This is an optimization exercise on Yosys and OpenROAD, whose aim is small area and a short achievable clock period, not a production implementation. In this exercise RTL edits were held to simulation tests only and were not proved equivalent to the original. Power and IR drop assume default switching activity.

==> flow/design.v <==
module bus_trace_card #(
  parameter int DATAWIDTH    = 16,
  parameter int CTRLWIDTH    = 14,
  parameter int DEPTH        = 64,
  parameter int POST_TRIGGER = 16
) (
  input  logic                             clk,
  input  logic                             rst_n,
  input  logic [DATAWIDTH-1:0]             data,
  input  logic [DATAWIDTH-1:0]             addr,
  input  logic [CTRLWIDTH-1:0]             ctrl,
  input  logic                             rd_req,
  output logic                             rd_valid,
  output logic [2*DATAWIDTH+CTRLWIDTH-1:0] rd_data,
  input  logic                             arm,
  input  logic [DATAWIDTH-1:0]             trig_addr,
  input  logic [DATAWIDTH-1:0]             trig_mask,
  output logic [$clog2(DEPTH):0]           count,
  output logic                             armed,
  output logic                             triggered,
  output logic                             done
);
  localparam int AW = $clog2(DEPTH);
  localparam int CW = AW + 1;
  localparam int EW = 2*DATAWIDTH + CTRLWIDTH;
  localparam int PW = (POST_TRIGGER > 1) ? $clog2(POST_TRIGGER) : 1;
  localparam logic [PW-1:0] POST_LAST = PW'((POST_TRIGGER == 0) ? 0 : POST_TRIGGER - 1);
  logic          post;         
  logic [AW-1:0] wr_ptr;       
  logic [DEPTH-1:0] rd_sel;    
  logic [PW-1:0] post_cnt;
  logic [EW-1:0] mem [DEPTH];
  logic [EW-1:0] sample;
  logic [EW-1:0] last_entry;
  logic          first_sample;
  logic          match;
  logic          qualify;
  logic          wr_en;
  logic          rd_en;
  logic          full;
  logic          wr_pend;      
  assign sample  = {addr, data, ctrl};
  assign match   = ((addr ^ trig_addr) & trig_mask) == '0;
  assign full    = count[AW];
  assign qualify = (armed || post) &&
                   (first_sample || (sample != last_entry) || (armed && match));
  assign wr_en   = qualify && !arm;
  assign rd_en   = done && rd_req && (count != '0) && !arm;
  always_ff @(posedge clk) begin
    last_entry <= sample;
  end
  always_ff @(posedge clk or negedge rst_n) begin
    if (!rst_n) begin
      first_sample <= 1'b1;
      wr_pend      <= 1'b0;
    end else begin
      first_sample <= arm;
      wr_pend      <= wr_en;
    end
  end
  logic [DEPTH-1:0] wr_dec;    
  always_comb begin
    for (int i = 0; i < DEPTH; i++) wr_dec[i] = (wr_ptr == AW'(i));
  end
  for (genvar i = 0; i < DEPTH; i++) begin : g_row
    always_ff @(posedge clk) begin
      if (wr_pend && wr_dec[i]) begin
        mem[i] <= last_entry;
      end
    end
  end
  logic [EW-1:0] rd_word;
  always_comb begin
    rd_word = '0;
    for (int i = 0; i < DEPTH; i++) begin
      if (rd_sel[i]) rd_word = rd_word | mem[i];
    end
  end
  logic [DEPTH-1:0] done_sel;
  logic             will_be_full;
  assign will_be_full = count[AW] || (count[AW-1:0] == '1);
  assign done_sel = !will_be_full ? DEPTH'(1) :
                    wr_pend       ? {wr_dec[DEPTH-3:0], wr_dec[DEPTH-1:DEPTH-2]} :
                                    {wr_dec[DEPTH-2:0], wr_dec[DEPTH-1]};
  always_ff @(posedge clk) begin
    if (!done)      rd_sel <= done_sel;
    else if (rd_en) rd_sel <= {rd_sel[DEPTH-2:0], rd_sel[DEPTH-1]};
  end
  always_ff @(posedge clk or negedge rst_n) begin
    if (!rst_n) begin
      armed     <= 1'b0;
      post      <= 1'b0;
      triggered <= 1'b0;
      done      <= 1'b0;
      wr_ptr    <= '0;
      post_cnt  <= '0;
      count     <= '0;
      rd_valid  <= 1'b0;
      rd_data   <= '0;
    end else if (arm) begin
      armed     <= 1'b1;
      post      <= 1'b0;
      triggered <= 1'b0;
      done      <= 1'b0;
      wr_ptr    <= '0;
      post_cnt  <= '0;
      count     <= '0;
      rd_valid  <= 1'b0;
    end else begin
      rd_valid <= rd_en;
      if (wr_pend) wr_ptr <= wr_ptr + AW'(1);
      if (wr_en) begin
        if (!full) count <= count + CW'(1);
        if (post) post_cnt <= post_cnt + PW'(1);
        if (armed && match) begin
          armed     <= 1'b0;
          triggered <= 1'b1;
          if (POST_TRIGGER == 0) done <= 1'b1;
          else                   post <= 1'b1;
        end
        if (post && (post_cnt == POST_LAST)) begin
          post <= 1'b0;
          done <= 1'b1;
        end
      end
      if (rd_en) begin
        rd_data <= rd_word;
        count   <= count - CW'(1);
      end
    end
  end
endmodule
export LEC_CHECK = 0
export CAP_MARGIN = 20
export CORE_MARGIN = 2
export CORE_UTILIZATION = 55
export CTS_CLUSTER_DIAMETER = 60
export CTS_CLUSTER_SIZE = 20
export PLACE_DENSITY = 0.66
export SETUP_SLACK_MARGIN = 2.5
export SLEW_MARGIN = 20
create_clock -name core_clock -period 5.0 [get_ports {clk}]
standard.sh (not shown) runs the stock make flow with config.mk's settings and CLKGATE_MAP_FILE= SYNTH_SCRIPT=/design/flow/synth_recipe.tcl, a recipe that flattens the netlist after the stock synthesis.
==> flow/flow/run.sh <==
#!/bin/bash
# The standard ORFS layout (the standard.sh, standard synthesis unchanged), with two changes:
# - the port buffers are buf_4 cells instead of the flow's default delay-cell choice;
# - the resizer may swap a cell for any equivalent cell, not only one of the same footprint,
#   so it can resize those port buffers.
# make's full output goes to layout.log in this folder; each ORFS step's log is under orfs/logs/.
set -euo pipefail
export BUFFER_PORTS_ARGS="-buffer_cell sky130_fd_sc_hd__buf_4"
bash standard.sh MATCH_CELL_FOOTPRINT=0 finish > layout.log 2>&1
The baseline passed the timing, design-rule and antenna checks.
Edit:
--- a/flow/design.v
+++ b/flow/design.v
@@ -25,8 +25,11 @@
   localparam int EW = 2*DATAWIDTH + CTRLWIDTH;
   localparam int PW = (POST_TRIGGER > 1) ? $clog2(POST_TRIGGER) : 1;
   localparam logic [PW-1:0] POST_LAST = PW'((POST_TRIGGER == 0) ? 0 : POST_TRIGGER - 1);
   logic          post;         
+  logic          armed_q;
+  logic          done_q;
+  logic [CW-1:0] count_q;
   logic [AW-1:0] wr_ptr;       
   logic [DEPTH-1:0] rd_sel;    
   logic [PW-1:0] post_cnt;
   logic [EW-1:0] mem [DEPTH];
@@ -40,13 +43,13 @@
   logic          full;
   logic          wr_pend;      
   assign sample  = {addr, data, ctrl};
   assign match   = ((addr ^ trig_addr) & trig_mask) == '0;
-  assign full    = count[AW];
-  assign qualify = (armed || post) &&
-                   (first_sample || (sample != last_entry) || (armed && match));
+  assign full    = count_q[AW];
+  assign qualify = (armed_q || post) &&
+                   (first_sample || (sample != last_entry) || (armed_q && match));
   assign wr_en   = qualify && !arm;
-  assign rd_en   = done && rd_req && (count != '0) && !arm;
+  assign rd_en   = done_q && rd_req && (count_q != '0) && !arm;
   always_ff @(posedge clk) begin
     last_entry <= sample;
   end
   always_ff @(posedge clk or negedge rst_n) begin
@@ -77,56 +80,72 @@
     end
   end
   logic [DEPTH-1:0] done_sel;
   logic             will_be_full;
-  assign will_be_full = count[AW] || (count[AW-1:0] == '1);
+  assign will_be_full = count_q[AW] || (count_q[AW-1:0] == '1);
   assign done_sel = !will_be_full ? DEPTH'(1) :
                     wr_pend       ? {wr_dec[DEPTH-3:0], wr_dec[DEPTH-1:DEPTH-2]} :
                                     {wr_dec[DEPTH-2:0], wr_dec[DEPTH-1]};
   always_ff @(posedge clk) begin
-    if (!done)      rd_sel <= done_sel;
+    if (!done_q)    rd_sel <= done_sel;
     else if (rd_en) rd_sel <= {rd_sel[DEPTH-2:0], rd_sel[DEPTH-1]};
   end
   always_ff @(posedge clk or negedge rst_n) begin
     if (!rst_n) begin
       armed     <= 1'b0;
+      armed_q   <= 1'b0;
       post      <= 1'b0;
       triggered <= 1'b0;
       done      <= 1'b0;
+      done_q    <= 1'b0;
       wr_ptr    <= '0;
       post_cnt  <= '0;
       count     <= '0;
+      count_q   <= '0;
       rd_valid  <= 1'b0;
       rd_data   <= '0;
     end else if (arm) begin
       armed     <= 1'b1;
+      armed_q   <= 1'b1;
       post      <= 1'b0;
       triggered <= 1'b0;
       done      <= 1'b0;
+      done_q    <= 1'b0;
       wr_ptr    <= '0;
       post_cnt  <= '0;
       count     <= '0;
+      count_q   <= '0;
       rd_valid  <= 1'b0;
     end else begin
       rd_valid <= rd_en;
       if (wr_pend) wr_ptr <= wr_ptr + AW'(1);
       if (wr_en) begin
-        if (!full) count <= count + CW'(1);
+        if (!full) begin
+          count   <= count_q + CW'(1);
+          count_q <= count_q + CW'(1);
+        end
         if (post) post_cnt <= post_cnt + PW'(1);
-        if (armed && match) begin
+        if (armed_q && match) begin
           armed     <= 1'b0;
+          armed_q   <= 1'b0;
           triggered <= 1'b1;
-          if (POST_TRIGGER == 0) done <= 1'b1;
-          else                   post <= 1'b1;
+          if (POST_TRIGGER == 0) begin
+            done   <= 1'b1;
+            done_q <= 1'b1;
+          end else begin
+            post   <= 1'b1;
+          end
         end
         if (post && (post_cnt == POST_LAST)) begin
-          post <= 1'b0;
-          done <= 1'b1;
+          post   <= 1'b0;
+          done   <= 1'b1;
+          done_q <= 1'b1;
         end
       end
       if (rd_en) begin
         rd_data <= rd_word;
-        count   <= count - CW'(1);
+        count   <= count_q - CW'(1);
+        count_q <= count_q - CW'(1);
       end
     end
   end
 endmodule
Outcome: Clock power hardly moves. Count of clock-buffer cells in the layout climbs by 14. Worst setup slack gets worse by 0.53 ns. Die area hardly moves. Global-route usage stays flat. Sequential share of layout area climbs by 0.24 points. Total power barely changes. Cell count hardly moves. Worst hold slack gets better by 0.19 ns.

-- static timing again, ports no longer ideal --
The flow's constraints put no driver on any port. The routed layouts listed below were extracted and timed again, unchanged, in two steps.
Step 1 assumes that a clkbuf_16 drives the clock port and a buf_2 every other input.
Step 2 times the ports against the registers' clock, not the clock port: input delays grow and output delays shrink by t, the midpoint of the rising clock arrivals with the driver on.
Slacks: ideal ports / drivers / drivers and shift; pairs: ideal ports / drivers.
| run | t, ns | setup WS [ns] | hold slack, ns | slew at the worst register clock pin (ns) | worst slew at a driven data input, ns |
|---|---|---|---|---|---|
| the first run | 0.978 | 2.234 / 2.234 / 1.657 | 0.033 / -0.035 / 0.491 | 0.09 / 0.09 | 0.07 |
| the second run | 0.973 | 1.708 / 1.708 / 0.854 | 0.220 / 0.154 / 0.482 | 0.09 / 0.09 | 0.05 |
After both steps every run listed still meets setup and hold. For the second run, which loses most, drivers alone change the setup slack by 0.000 ns; drivers and shift together by -0.854 ns.
